From an optimization exercise on the open Yosys and OpenROAD flow, aimed at small area, a short achievable clock period and few clock cycles per item; shortcuts taken in it are not production practice. Function was checked by simulation only, so behaviour that the tests miss may differ from the original.

==> run a: inputs <==
Design stereo_state_variable_filter_top, start of the top module:
module stereo_state_variable_filter_top (
  input  logic        clk,
  input  logic        rst,
  input  logic        in_valid,
  output logic        in_ready,
  input  logic [85:0] in_data,
  output logic        out_valid,
  input  logic        out_ready,
  output logic [47:0] out_data,
  input  logic        cfg_we,
  input  logic [16:0] cfg_data
);
  function automatic logic signed [31:0] sat32(input logic [35:0] v);
    if (v[35:31] == 5'b00000 || v[35:31] == 5'b11111) sat32 = v[31:0];
    else if (v[35])                                     sat32 = 32'sh80000000;
    else                                                sat32 = 32'sh7FFFFFFF;
  endfunction
  function automatic logic [47:0] enc30(input logic [29:0] a);
    logic [32:0] ax;
    logic [15:0] one, two, neg;
    ax = {2'b00, a, 1'b0};
    for (int i = 0; i < 16; i++) begin
      one[i] = ax[2*i] ^ ax[2*i+1];
      two[i] = (ax[2*i +: 3] == 3'b011) || (ax[2*i +: 3] == 3'b100);
      neg[i] = ax[2*i+2] && !(ax[2*i +: 3] == 3'b111);
    end
    enc30 = {one, two, neg};
  endfunction
  function automatic logic [26:0] enc17n(input logic [16:0] a);
    logic [18:0] ax;
    logic [8:0]  one, two, neg;
    ax = ~{1'b0, a, 1'b0};
    for (int i = 0; i < 9; i++) begin
      one[i] = ax[2*i] ^ ax[2*i+1];
      two[i] = (ax[2*i +: 3] == 3'b011) || (ax[2*i +: 3] == 3'b100);
  ...
Settings: LEC_CHECK=0, CAP_MARGIN=20, CORE_MARGIN=2, CORE_UTILIZATION=50, SETUP_SLACK_MARGIN=1.0, SLEW_MARGIN=20; clock period 11.0 ns.
run.sh (not shown) runs the stock make flow with config.mk's settings and CLKGATE_MAP_FILE= SYNTH_SCRIPT=/design/flow/synth_recipe.tcl, a recipe that flattens the netlist after the stock synthesis.
==> inputs of run b, as changes to run a <==
--- a/flow/design.v
+++ b/flow/design.v
@@ -1,13 +1,13 @@
 package svf_pkg;
   localparam logic [16:0] ONE_Q16          = 17'd65536;
   localparam logic [16:0] MIN_CUTOFF_RESET = 17'd27;
   localparam logic [31:0] KX_Q32           = 32'd2231032131;
-  localparam logic [31:0] MAG6    = 32'd715827883;    
-  localparam logic [31:0] MAG120  = 32'd1145324613;   
-  localparam logic [31:0] MAG5040 = 32'd1745256553;   
+  localparam logic [31:0] MAGA6    = 32'd1431655766;   
+  localparam logic [31:0] MAGA120  = 32'd1145324613;   
+  localparam logic [31:0] MAGA5040 = 32'd1745256553;   
   localparam logic [1:0] MODE_OFF = 2'd0;
   localparam logic [1:0] MODE_LP  = 2'd1;
   localparam logic [1:0] MODE_HP  = 2'd2;
   localparam logic [1:0] MODE_BP  = 2'd3;
 endpackage
 module svf_div12 (
@@ -27,39 +27,24 @@
       neg   <= acc[33];
       u     <= uf[24:0];
       big_p <= (uf[30:25] != 6'd0) || (uf[24:0] >= 25'd25165824);
       big_n <= (uf[30:25] != 6'd0) || (uf[24:0] >= 25'd25165827);
     end
   end
-  function automatic logic [1:0] add3(input logic [1:0] x, input logic [1:0] y);
-    logic [2:0] s;
-    s = {1'b0, x} + {1'b0, y};
-    add3 = (s >= 3'd3) ? 2'(s - 3'd3) : s[1:0];
-  endfunction
-  logic [1:0]  m  [13];
-  logic [1:0]  s1 [13];
-  logic [1:0]  s2 [13];
-  logic [1:0]  s4 [13];
-  logic [1:0]  s8 [13];
+  logic [1:0]  r [14];
   logic [25:0] v;
   logic [25:0] q;
   logic [23:0] qn;
-  assign v = {1'b0, u};
-  always_comb begin
-    for (int i = 0; i < 13; i++) m[i] = (v[2*i +: 2] == 2'd3) ? 2'd0 : v[2*i +: 2];
-    for (int i = 0; i < 13; i++) s1[i] = (i + 1 < 13) ? add3(m[i], m[i+1]) : m[i];
-    for (int i = 0; i < 13; i++) s2[i] = (i + 2 < 13) ? add3(s1[i], s1[i+2]) : s1[i];
-    for (int i = 0; i < 13; i++) s4[i] = (i + 4 < 13) ? add3(s2[i], s2[i+4]) : s2[i];
-    for (int i = 0; i < 13; i++) s8[i] = (i + 8 < 13) ? add3(s4[i], s4[i+8]) : s4[i];
-    for (int i = 0; i < 13; i++) begin
-      logic [1:0] r;
-      logic [3:0] t;
-      r = (i + 1 < 13) ? s8[i+1] : 2'd0;
-      t = {r, 2'b00} + {2'b00, v[2*i +: 2]};
-      q[2*i +: 2] = (t >= 4'd9) ? 2'd3 : (t >= 4'd6) ? 2'd2 : (t >= 4'd3) ? 2'd1 : 2'd0;
-    end
+  assign v     = {1'b0, u};
+  assign r[13] = 2'd0;
+  for (genvar i = 12; i >= 0; i--) begin : g_dig
+    logic [3:0] t;
+    assign t = {r[i+1], v[2*i+1:2*i]};
+    assign q[2*i+1:2*i] = (t >= 4'd9) ? 2'd3 : (t >= 4'd6) ? 2'd2 : (t >= 4'd3) ? 2'd1 : 2'd0;
+    assign r[i] = (t >= 4'd9) ? 2'(t - 4'd9) : (t >= 4'd6) ? 2'(t - 4'd6) :
+                  (t >= 4'd3) ? 2'(t - 4'd3) : 2'(t);
   end
   assign qn  = 24'd0 - q[23:0];
   assign res = !neg ? (big_p ? 24'h7FFFFF : q[23:0]) : (big_n ? 24'h800000 : qn);
 endmodule
 module svf_csa_tree #(
   parameter int N = 4,
@@ -4429,17 +4414,15 @@
   logic               v_act, v_side, v_first, v_last;
   logic signed [31:0] accV;
   logic signed [33:0] acc [2];
   logic               d1_L, d1_R, d2_L, d2_R;
   logic [47:0]        pbuf;
   logic [4:0]         ptok;
-  logic               c_run;
-  logic [8:0]         c_oh;      
-  logic [29:0]        x2r;
-  logic signed [31:0] s_r;
-  logic [29:0]        qr;
+  logic [6:0]         c_oh;      
+  logic               c_run;     
+  logic               c_x;       
   logic [29:0]        f_new;
   logic a_last, stall, adv, out_free, release_w, accept, c_start;
   logic p_free, p_direct, p_move;
   assign out_free  = !out_valid || out_ready;
   assign stall     = (d2_L || ptok[4]) && !out_free;
   assign adv       = !stall;
@@ -4447,14 +4430,13 @@
   assign p_free    = (ptok == 5'd0);
   assign p_move    = w_v && !a_run && (w_mode == svf_pkg::MODE_OFF) && p_free;
   assign release_w = a_last || p_move;
   assign in_ready  = adv && (!w_v || release_w);
   assign accept    = in_valid && in_ready;
   assign p_direct  = accept && (i_mode == svf_pkg::MODE_OFF) && p_free && !p_move;
-  assign c_run     = |c_oh;
-  assign f_new     = 30'({s_r - {2'b0, qr}, 1'b0});
+  assign f_new     = 30'({bpR - {2'b0, lpR[29:0]}, 1'b0});
   assign c_start   = w_v && !a_run && (w_mode != svf_pkg::MODE_OFF) && !w_hit && !c_run;
   logic [2:0]         idxA;
   logic               sA;
   logic signed [25:0] xinA;
   logic signed [35:0] lA, hp_u;
   logic signed [31:0] lp_new, hp;
@@ -4487,34 +4469,28 @@
   assign lp_new = sat32(lA);
   assign hp_u   = {{2{hsum[63]}}, hsum[63:30]};
   assign hp     = !ovfL ? sat32(hp_u) : (lA[35] ? hp_neg : hp_pos);
   logic signed [32:0] bmul;
   logic [63:0]        badd, x3;
   logic signed [31:0] bp_new;
-  logic [29:0]        t30, q6, q120, q5040;
+  logic [29:0]        t30;
   always_comb begin
     bmul = 33'(hpR);
     badd = {{2{bpR[31]}}, bpR, 30'h20000000};
     if (c_oh[0]) begin bmul = $signed({1'b0, svf_pkg::KX_Q32});  badd = 64'h20000; end
-    if (c_oh[3]) begin bmul = $signed({1'b0, svf_pkg::MAG6});    badd = 64'd0; end
-    if (c_oh[5]) begin bmul = $signed({1'b0, svf_pkg::MAG120});  badd = 64'd0; end
-    if (c_oh[7]) begin bmul = $signed({1'b0, svf_pkg::MAG5040}); badd = 64'd0; end
-    if (c_oh[1] || c_oh[2] || c_oh[4] || c_oh[6]) begin
-      bmul = $signed({3'b0, x2r});
+    if (c_x) begin
+      bmul = $signed({3'b0, accV[29:0]});
       badd = 64'h20000000;
     end
   end
   logic [63:0]      bs, bc;
   svf_mul_fb u_fb (
     .one(fBe[47:32]), .two(fBe[31:16]), .neg(fBe[15:0]), .b(bmul), .a(badd), .s(bs), .c(bc));
   assign x3 = bs + bc;
   assign bp_new = sat32({{2{x3[63]}}, x3[63:30]});
   assign t30    = x3[59:30];
-  assign q6     = x3[61:32];
-  assign q120   = {4'd0, x3[62:37]};
-  assign q5040  = {10'd0, x3[62:43]};
   logic       n_side;
   logic [1:0] n_ch;
   logic [2:0] idxN;
   always_comb begin
     if (a_run && !a_last) begin
       n_ch   = w_ch;
@@ -4542,12 +4518,14 @@
       d1_L       <= 1'b0;
       d1_R       <= 1'b0;
       d2_L       <= 1'b0;
       d2_R       <= 1'b0;
       ptok       <= '0;
       c_oh       <= '0;
+      c_run      <= 1'b0;
+      c_x        <= 1'b0;
       out_valid  <= 1'b0;
     end else begin
       if (cfg_we) min_cutoff <= cfg_data;
       if (out_valid && out_ready) out_valid <= 1'b0;
       if (adv) begin
         if (ptok[4]) begin
@@ -4591,39 +4569,48 @@
         b_side  <= sA;
         b_first <= (a_slot[2:1] == 2'd0);
         b_last  <= (a_slot[2:1] == 2'd2);
         b_ch    <= w_ch;
         b_mode  <= w_mode;
         hpR     <= hp;
-        lpR     <= lp_new;
-        bpR     <= bpW;
+        if (!c_run) begin
+          lpR   <= lp_new;
+          bpR   <= bpW;
+        end
         if (b_act && ({b_ch, b_side} == idxN)) bpW <= bp_new;
         else                                   bpW <= vld[idxN] ? bp_m[idxN] : 32'sd0;
         lpW <= vld[idxN] ? lp_m[idxN] : 32'sd0;
         if (b_act) bp_m[{b_ch, b_side}] <= bp_new;
         v_act   <= b_act;
         v_side  <= b_side;
         v_first <= b_first;
         v_last  <= b_last;
-        accV    <= (b_mode == svf_pkg::MODE_LP) ? lpR :
+        if (!c_run)
+          accV  <= (b_mode == svf_pkg::MODE_LP) ? lpR :
                    (b_mode == svf_pkg::MODE_HP) ? hpR : bp_new;
         if (v_act) acc[v_side] <= (v_first ? 34'sd0 : acc[v_side]) + 34'(accV);
         d1_L <= v_act && v_last && !v_side;
         d1_R <= v_act && v_last && v_side;
         d2_L <= d1_L;
         d2_R <= d1_R;
-        c_oh <= {c_oh[7:0], c_start};
-        if (c_oh[0]) begin fBe <= enc30(x3[47:18]); x2r <= x3[47:18]; s_r <= {2'b0, x3[47:18]}; end
-        if (c_oh[1]) x2r <= t30;
-        if (c_oh[2] || c_oh[4] || c_oh[6]) fBe <= enc30(t30);
-        if (c_oh[3]) qr <= q6;
-        if (c_oh[4]) s_r <= s_r - {2'b0, qr};
-        if (c_oh[5]) qr <= q120;
-        if (c_oh[6]) s_r <= s_r + {2'b0, qr};
-        if (c_oh[7]) qr <= q5040;
-        if (c_oh[8]) begin
+        c_oh <= {c_oh[5:0], c_start};
+        c_run <= c_start || (c_run && !c_oh[6]);
+        c_x   <= c_oh[0] || c_oh[1] || c_oh[2] || c_oh[3];
+        if (c_oh[0]) begin fBe <= enc30(x3[47:18]); accV <= {2'b0, x3[47:18]}; bpR <= {2'b0, x3[47:18]}; end
+        if (c_oh[1]) accV <= {2'b0, t30};
+        if (c_oh[2] || c_oh[3] || c_oh[4]) begin
+          fBe  <= enc30(t30);
+          w_fe <= enc30(t30);
+          lpW  <= 32'sd0;
+          bpW  <= c_oh[2] ? $signed(svf_pkg::MAGA6) : c_oh[3] ? $signed(svf_pkg::MAGA120)
+                                                    : $signed(svf_pkg::MAGA5040);
+        end
+        if (c_oh[3]) lpR <= {2'b0, xsum[62:33]};
+        if (c_oh[4]) begin bpR <= bpR - {2'b0, lpR[29:0]}; lpR <= {5'b0, xsum[63:37]}; end
+        if (c_oh[5]) begin bpR <= bpR + {2'b0, lpR[29:0]}; lpR <= {11'b0, xsum[63:43]}; end
+        if (c_oh[6]) begin
           w_fe       <= enc30(f_new);
           ckey[w_ch] <= w_c;
           cf[w_ch]   <= f_new;
           cv[w_ch]   <= 1'b1;
           w_hit      <= 1'b1;
           a_run      <= 1'b1;
CORE_UTILIZATION = 60   (was 50)
==> impl_metrics.env <==
export IMPL_clk_pin_slew_ns=0.07
export IMPL_synth_area_per_cell_um2=10.37
export IMPL_rows=174
export IMPL_grt_util_met1_pct=58.58
export IMPL_crit_path_top_delay_cell="edfxtp_1"
export IMPL_grt_max_degree=77
export IMPL_multi_input_area_um2=88530
export IMPL_die_h_um=480.2
export IMPL_slew_headroom_pct=8.091
export IMPL_synth_compound_area_share_pct=14.93
export IMPL_synth_simple_area_share_pct=6.042
export IMPL_multi_input_area_share_pct=57.21
export IMPL_post_cts_resized=188
export IMPL_max_freq_ghz=0.09971
export IMPL_outcome="finished clean"
(the above is from run b)
==> impl_metrics.env <==
export IMPL_outcome="finished clean"
export IMPL_synth_compound_area_share_pct=15.83
export IMPL_multi_input_area_share_pct=57.61
export IMPL_slew_headroom_pct=12.51
export IMPL_max_freq_ghz=0.1016
export IMPL_rows=195
export IMPL_multi_input_area_um2=90300
export IMPL_grt_max_degree=101
export IMPL_die_h_um=537.8
export IMPL_post_cts_resized=29
export IMPL_synth_area_per_cell_um2=10.35
export IMPL_synth_simple_area_share_pct=6.419
(the above is from run a)
Testbench counts of run a, summed over its fixed seeds: cycles 19,580, items 3,200.
Testbench counts of run b, summed over its fixed seeds: cycles 19,316, items 3,200.

-- what the ideal ports hide --
In the flow no input, the clock included, has a driving cell. The finished layouts below were timed again as built, in two steps. Step 1 sets driving cells, clkbuf_16 on the clock port and buf_2 on the other inputs (assumed; they add their load-dependent delay and slew). Step 2 moves the port delays by t, midway between the first and last clock arrival at a register: inputs arrive t later, outputs are due t later. That takes back most of the time a late clock gives input paths. Three values: ideal, step 1, step 2; two values: the first two.
run	shift t [ns]	setup slack, ns	worst setup path after step 2
run a	0.968	1.160 / 1.160 / 1.160	register to register
run b	0.963	0.971 / 0.971 / 0.971	register to register
After both steps every run listed still meets setup and hold.
